Source: an optimization exercise on an open RTL-to-GDS flow (aim: a short achievable clock period and few clock cycles). Production flows keep margins and buffers that such runs may drop.
Function was checked by simulation only, so behaviour that the tests miss may differ from the original.
Power is estimated from default activity; no workload was simulated.

==> flow/design.v (excerpt) <==
module rvCore (
	input  logic           clk,
	input  logic           rstN,
	input  rvIsaPkg::wordT InstrData,
	input  rvIsaPkg::wordT MemData,
	output rvIsaPkg::addrT PC,
	output rvIsaPkg::addrT RWAddress,
	output rvIsaPkg::wordT WriteData,
	output logic           MemRead,
	output logic           MemWrite
);
For scale: roughly 5800 cells after synthesis, roughly 1500 flip-flops, roughly 160 I/O pins.
==> flow/config.mk <==
export PLATFORM = sky130hd
export DESIGN_NAME = rvCore
export DESIGN_NICKNAME = rvCore
export VERILOG_FILES = /design/flow/design.v
export SDC_FILE = /design/flow/constraint.sdc
export NUM_CORES = 4
export LEC_CHECK = 0
export CAP_MARGIN = 20
export CORE_MARGIN = 2
export CORE_UTILIZATION = 40
export PLACE_DENSITY = 0.6
export SETUP_SLACK_MARGIN = 4
export SLEW_MARGIN = 20
==> flow/constraint.sdc <==
create_clock -name core_clock -period 7.0 [get_ports {clk}]
set_input_delay 1.4000 -clock core_clock [delete_from_list [all_inputs] [get_ports {clk}]]
set_output_delay 1.4000 -clock core_clock [all_outputs]
set_load 0.01 [all_outputs]
standard.sh (not shown) runs the stock make flow with config.mk's settings and CLKGATE_MAP_FILE= SYNTH_SCRIPT=/design/flow/synth_recipe.tcl, a recipe that flattens the netlist after the stock synthesis.
==> flow/flow/run.sh <==
#!/bin/bash
# Own layout flow: the standard ORFS flow (standard.sh: same synthesis
# script, same registers) with extra make settings:
#   ADDER_MAP_FILE=        adders are left to abc as plain gates instead of the
#                          platform's slow full/half-adder cells
#   MATCH_CELL_FOOTPRINT=0 the resizer may swap a cell for a faster one of
#                          another footprint
#   BUFFER_PORTS_ARGS      the port buffers are plain buf_4 cells rather than
#                          the delay cells buffer_ports picks by default
#   DONT_USE_CELLS         the platform's list plus slow cells (wide or/nor/and,
#                          maj3, and the non-inverting and-or / or-and cells),
#                          so abc maps to fast inverting gates
# Each step's full output is in orfs/logs/; make's own output is in flow.log.
set -euo pipefail
PLATFORM_DONT_USE="sky130_fd_sc_hd__probe_p_8 sky130_fd_sc_hd__probec_p_8 sky130_fd_sc_hd__lpflow_bleeder_1 sky130_fd_sc_hd__lpflow_clkbufkapwr_1 sky130_fd_sc_hd__lpflow_clkbufkapwr_16 sky130_fd_sc_hd__lpflow_clkbufkapwr_2 sky130_fd_sc_hd__lpflow_clkbufkapwr_4 sky130_fd_sc_hd__lpflow_clkbufkapwr_8 sky130_fd_sc_hd__lpflow_clkinvkapwr_1 sky130_fd_sc_hd__lpflow_clkinvkapwr_16 sky130_fd_sc_hd__lpflow_clkinvkapwr_2 sky130_fd_sc_hd__lpflow_clkinvkapwr_4 sky130_fd_sc_hd__lpflow_clkinvkapwr_8 sky130_fd_sc_hd__lpflow_decapkapwr_12 sky130_fd_sc_hd__lpflow_decapkapwr_3 sky130_fd_sc_hd__lpflow_decapkapwr_4 sky130_fd_sc_hd__lpflow_decapkapwr_6 sky130_fd_sc_hd__lpflow_decapkapwr_8 sky130_fd_sc_hd__lpflow_inputiso0n_1 sky130_fd_sc_hd__lpflow_inputiso0p_1 sky130_fd_sc_hd__lpflow_inputiso1n_1 sky130_fd_sc_hd__lpflow_inputiso1p_1 sky130_fd_sc_hd__lpflow_inputisolatch_1 sky130_fd_sc_hd__lpflow_isobufsrc_1 sky130_fd_sc_hd__lpflow_isobufsrc_16 sky130_fd_sc_hd__lpflow_isobufsrc_2 sky130_fd_sc_hd__lpflow_isobufsrc_4 sky130_fd_sc_hd__lpflow_isobufsrc_8 sky130_fd_sc_hd__lpflow_isobufsrckapwr_16 sky130_fd_sc_hd__lpflow_lsbuf_lh_hl_isowell_tap_1 sky130_fd_sc_hd__lpflow_lsbuf_lh_hl_isowell_tap_2 sky130_fd_sc_hd__lpflow_lsbuf_lh_hl_isowell_tap_4 sky130_fd_sc_hd__lpflow_lsbuf_lh_isowell_4 sky130_fd_sc_hd__lpflow_lsbuf_lh_isowell_tap_1 sky130_fd_sc_hd__lpflow_lsbuf_lh_isowell_tap_2 sky130_fd_sc_hd__lpflow_lsbuf_lh_isowell_tap_4"
SLOW=" sky130_fd_sc_hd__or3_1 sky130_fd_sc_hd__or3_2 sky130_fd_sc_hd__or3_4 sky130_fd_sc_hd__or3b_1 sky130_fd_sc_hd__or3b_2 sky130_fd_sc_hd__or3b_4 sky130_fd_sc_hd__or4_1 sky130_fd_sc_hd__or4_2 sky130_fd_sc_hd__or4_4 sky130_fd_sc_hd__or4b_1 sky130_fd_sc_hd__or4b_2 sky130_fd_sc_hd__or4b_4 sky130_fd_sc_hd__or4bb_1 sky130_fd_sc_hd__or4bb_2 sky130_fd_sc_hd__or4bb_4 sky130_fd_sc_hd__nor4_1 sky130_fd_sc_hd__nor4_2 sky130_fd_sc_hd__nor4_4 sky130_fd_sc_hd__nor4b_1 sky130_fd_sc_hd__nor4b_2 sky130_fd_sc_hd__nor4b_4 sky130_fd_sc_hd__nor4bb_1 sky130_fd_sc_hd__nor4bb_2 sky130_fd_sc_hd__nor4bb_4 sky130_fd_sc_hd__and4_1 sky130_fd_sc_hd__and4_2 sky130_fd_sc_hd__and4_4 sky130_fd_sc_hd__and4b_1 sky130_fd_sc_hd__and4b_2 sky130_fd_sc_hd__and4b_4 sky130_fd_sc_hd__and4bb_1 sky130_fd_sc_hd__and4bb_2 sky130_fd_sc_hd__and4bb_4 sky130_fd_sc_hd__maj3_1 sky130_fd_sc_hd__maj3_2 sky130_fd_sc_hd__maj3_4 sky130_fd_sc_hd__a2111o_1 sky130_fd_sc_hd__a2111o_2 sky130_fd_sc_hd__a2111o_4 sky130_fd_sc_hd__o2111a_1 sky130_fd_sc_hd__o2111a_2 sky130_fd_sc_hd__o2111a_4 sky130_fd_sc_hd__a2111oi_0 sky130_fd_sc_hd__a2111oi_1 sky130_fd_sc_hd__a2111oi_2 sky130_fd_sc_hd__a2111oi_4 sky130_fd_sc_hd__o2111ai_1 sky130_fd_sc_hd__o2111ai_2 sky130_fd_sc_hd__o2111ai_4 sky130_fd_sc_hd__a2111o_1 sky130_fd_sc_hd__a2111o_2 sky130_fd_sc_hd__a2111o_4 sky130_fd_sc_hd__a211o_1 sky130_fd_sc_hd__a211o_2 sky130_fd_sc_hd__a211o_4 sky130_fd_sc_hd__a21bo_1 sky130_fd_sc_hd__a21bo_2 sky130_fd_sc_hd__a21bo_4 sky130_fd_sc_hd__a21o_1 sky130_fd_sc_hd__a21o_2 sky130_fd_sc_hd__a21o_4 sky130_fd_sc_hd__a221o_1 sky130_fd_sc_hd__a221o_2 sky130_fd_sc_hd__a221o_4 sky130_fd_sc_hd__a22o_1 sky130_fd_sc_hd__a22o_2 sky130_fd_sc_hd__a22o_4 sky130_fd_sc_hd__a2bb2o_1 sky130_fd_sc_hd__a2bb2o_2 sky130_fd_sc_hd__a2bb2o_4 sky130_fd_sc_hd__a311o_1 sky130_fd_sc_hd__a311o_2 sky130_fd_sc_hd__a311o_4 sky130_fd_sc_hd__a31o_1 sky130_fd_sc_hd__a31o_2 sky130_fd_sc_hd__a31o_4 sky130_fd_sc_hd__a32o_1 sky130_fd_sc_hd__a32o_2 sky130_fd_sc_hd__a32o_4 sky130_fd_sc_hd__a41o_1 sky130_fd_sc_hd__a41o_2 sky130_fd_sc_hd__a41o_4 sky130_fd_sc_hd__o2111a_1 sky130_fd_sc_hd__o2111a_2 sky130_fd_sc_hd__o2111a_4 sky130_fd_sc_hd__o211a_1 sky130_fd_sc_hd__o211a_2 sky130_fd_sc_hd__o211a_4 sky130_fd_sc_hd__o21a_1 sky130_fd_sc_hd__o21a_2 sky130_fd_sc_hd__o21a_4 sky130_fd_sc_hd__o21ba_1 sky130_fd_sc_hd__o21ba_2 sky130_fd_sc_hd__o21ba_4 sky130_fd_sc_hd__o221a_1 sky130_fd_sc_hd__o221a_2 sky130_fd_sc_hd__o221a_4 sky130_fd_sc_hd__o22a_1 sky130_fd_sc_hd__o22a_2 sky130_fd_sc_hd__o22a_4 sky130_fd_sc_hd__o2bb2a_1 sky130_fd_sc_hd__o2bb2a_2 sky130_fd_sc_hd__o2bb2a_4 sky130_fd_sc_hd__o311a_1 sky130_fd_sc_hd__o311a_2 sky130_fd_sc_hd__o311a_4 sky130_fd_sc_hd__o31a_1 sky130_fd_sc_hd__o31a_2 sky130_fd_sc_hd__o31a_4 sky130_fd_sc_hd__o32a_1 sky130_fd_sc_hd__o32a_2 sky130_fd_sc_hd__o32a_4 sky130_fd_sc_hd__o41a_1 sky130_fd_sc_hd__o41a_2 sky130_fd_sc_hd__o41a_4"
EXTRA="ADDER_MAP_FILE= MATCH_CELL_FOOTPRINT=0"
sed "s#CLKGATE_MAP_FILE= #CLKGATE_MAP_FILE= ${EXTRA} #" standard.sh > own_standard.sh
grep -q "MATCH_CELL_FOOTPRINT=0" own_standard.sh
bash own_standard.sh "DONT_USE_CELLS=${PLATFORM_DONT_USE} ${SLOW}" \
	"BUFFER_PORTS_ARGS=-buffer_cell sky130_fd_sc_hd__buf_4" finish > flow.log 2>&1
test -f out/final.def
Testbench counts at the start, summed over its fixed seeds: cycles 145,478.
==> next run, changes <==
--- a/flow/design.v
+++ b/flow/design.v
@@ -108,19 +108,16 @@
 	logic [31:2] pcF;
 	logic        dValid;
 	logic [31:0] dInstr;
 	logic [31:2] dPc;
 	logic [31:2] dPc4;    
 	logic [13:2] dLowB;   
 	logic        dPred;
 	logic [31:1] dSel1, dSel2;   
-	logic        dIsOne1;        
-	logic [31:1] fSel1;
-	logic [31:0] mData;
 	logic        eRegWrite, eIsLoad, eIsStore, eMisEq, eMisNe;
 	logic [4:0]  eRd;
 	logic        eOpAdd, eOpSub, eOpAnd, eOpOr, eOpXor, eOpSlt;
 	logic [31:0] eA, eB, eS;
 	logic        eSL;   
 	logic        eSM;   
 	logic [31:2] eAltPc;
 	logic        mRegWrite, mIsLoad, mIsStore;
@@ -140,21 +137,16 @@
 	logic [31:1] regIsOne;   
 	logic [4:0]  dRs1, dRs2, dRd;
 	logic [21:2] fLowJ;
 	logic [13:2] fLowB;
 	logic [31:21] fHiJ;
 	logic [31:13] fHiB;
 	logic [31:2] fTgtJ, fTgtB, fSeq, fNext;
 	assign fIsJal  = InstrData[6] & InstrData[2];
-	always_comb begin
-		for (int k = 1; k < 32; k++) begin
-			fSel1[k] = (InstrData[19:15] == 5'(k));
-		end
-	end
 	logic        fMatch;
 	assign fMatch  = dAddKnown
 		&& (((InstrData[19:15] == dRd) && (InstrData[24:20] == 5'd0))
 		|| ((InstrData[24:20] == dRd) && (InstrData[19:15] == 5'd0)));
 	assign fPredBr = InstrData[6] & ~InstrData[2] & (fMatch ? (dAddZero ^ InstrData[12]) : InstrData[31]);
 	assign fSignJ  = InstrData[31];
 	assign fLowJ = {1'b0, pcF[20:2]} + {1'b0, InstrData[31], InstrData[19:12], InstrData[20], InstrData[30:22]};
 	assign fLowB = {1'b0, pcF[12:2]} + {1'b0, InstrData[31], InstrData[7], InstrData[30:25], InstrData[11:9]};
@@ -191,28 +183,27 @@
 			dValid <= 1'b1;
 		end
 		if (!stall) begin
 			dInstr <= InstrData;
 			dPred  <= fPredBr;
 			dPc    <= pcF;
 			dPc4   <= fSeq;
 			dLowB  <= fLowB;
-			dIsOne1 <= (mRegWrite && (mRd == InstrData[19:15])) ? (mData == 32'd1)
-				: |(fSel1 & regIsOne);
 			for (int k = 1; k < 32; k++) begin
 				dSel1[k] <= (InstrData[19:15] == 5'(k));
 				dSel2[k] <= (InstrData[24:20] == 5'(k));
 			end
 		end
 	end
 	logic        dIsJal, dIsBr, dIsAlu, dIsAluR, dIsLoad, dIsStore;
 	logic [2:0]  dF3;
 	logic        dUseImm, dRegWrite;
 	logic [31:0] dImmI, dImmS;
+	logic [31:0] mData;
 	logic [31:0] rf1, rf2, dV1, dV2;
 	logic        dHitE1, dHitE2, dHitM1, dHitM2;
 	logic        dLive;
 	assign dIsJal   = dInstr[6] & dInstr[2];
 	assign dIsBr    = dInstr[6] & ~dInstr[2];
 	assign dIsAlu   = ~dInstr[6] & dInstr[4];
 	assign dIsAluR  = dIsAlu & dInstr[5];
 	assign dIsLoad  = ~dInstr[6] & ~dInstr[4] & ~dInstr[5];
@@ -220,17 +211,17 @@
 	assign dRd  = dInstr[11:7];
 	assign dRs1 = dInstr[19:15];
 	assign dRs2 = dInstr[24:20];
 	assign dF3  = dInstr[14:12];
 	assign dImmI = {{20{dInstr[31]}}, dInstr[31:20]};
 	assign dImmS = {{20{dInstr[31]}}, dInstr[31:25], dInstr[11:7]};
 	assign dAddKnown = dValid && dIsAlu && !dIsAluR && (dF3 == 3'b000) && (dInstr[31:20] == 12'hFFF)
 		&& (dRd != 5'd0) && !dHitE1 && !dHitM1;
-	assign dAddZero  = dIsOne1;
+	assign dAddZero  = |(dSel1 & regIsOne);
 	assign stall     = dValid && eIsLoad && (dHitE1 || (dHitE2 && !dUseImm));
 	assign dLive     = dValid && !mispred && !stall;
 	logic [31:13] dHiB;
 	logic [31:2]  dTgtB;
 	assign dHiB   = (dInstr[31] == dLowB[13]) ? dPc[31:13] : dInstr[31] ? (dPc[31:13] - 19'd1) : (dPc[31:13] + 19'd1);
 	assign dTgtB  = {dHiB, dLowB[12:2]};
 	assign dAltPc = dPred ? dPc4 : dTgtB;
 	logic        dEarly;
The changed run went through all stages and came out clean.
Non-clock buffer count rose by 16.
Routed wire length climbs by 3.3%.
Final area came out higher by 1.3%.
Global-route usage increases by 0.70 points.
Clock power went up by 4.4%.
Setup slack got worse by 0.027 ns.
Combinational power came out higher by 7.5%.
Cell count climbs by 2.1%.
Via count increases by 2.6%.
Die area came out higher by 0.88%.
Clock-buffer cell count climbs by 17.
Synthesized cell count climbs by 2.4%.
Flip-flop and latch count went down by 1.
Synthesized area is higher by 0.89%.
Testbench counts after the change, summed over its fixed seeds: cycles 145,478.

separate check: timing with driven ports:
In the flow no input, the clock included, has a driving cell. The finished layouts below were timed again as built, in two steps.
Step 1 assumes that a clkbuf_16 drives the clock port and a buf_2 every other input.
Step 2 also shifts input and output timing later by t, the mid clock arrival at the registers, as if the neighbouring blocks saw the same clock.
Three values: ideal ports, drivers, drivers and shift; two values: the first two.
run | t (ns) | slack for setup (ns) | worst hold slack (ns) | worst setup path after step 2 | slew at the worst register clock pin (ns)
the first run | 0.875 | 3.763 / 3.751 / 2.876 | 0.441 / 0.441 / 0.441 | input to register | 0.07 / 0.07
the second run | 0.909 | 3.736 / 3.736 / 2.945 | 0.453 / 0.453 / 0.453 | input to register | 0.07 / 0.07
After both steps every run listed still meets setup and hold. For the first run, which loses most, drivers alone change the setup slack by -0.012 ns; drivers and shift together by -0.887 ns.
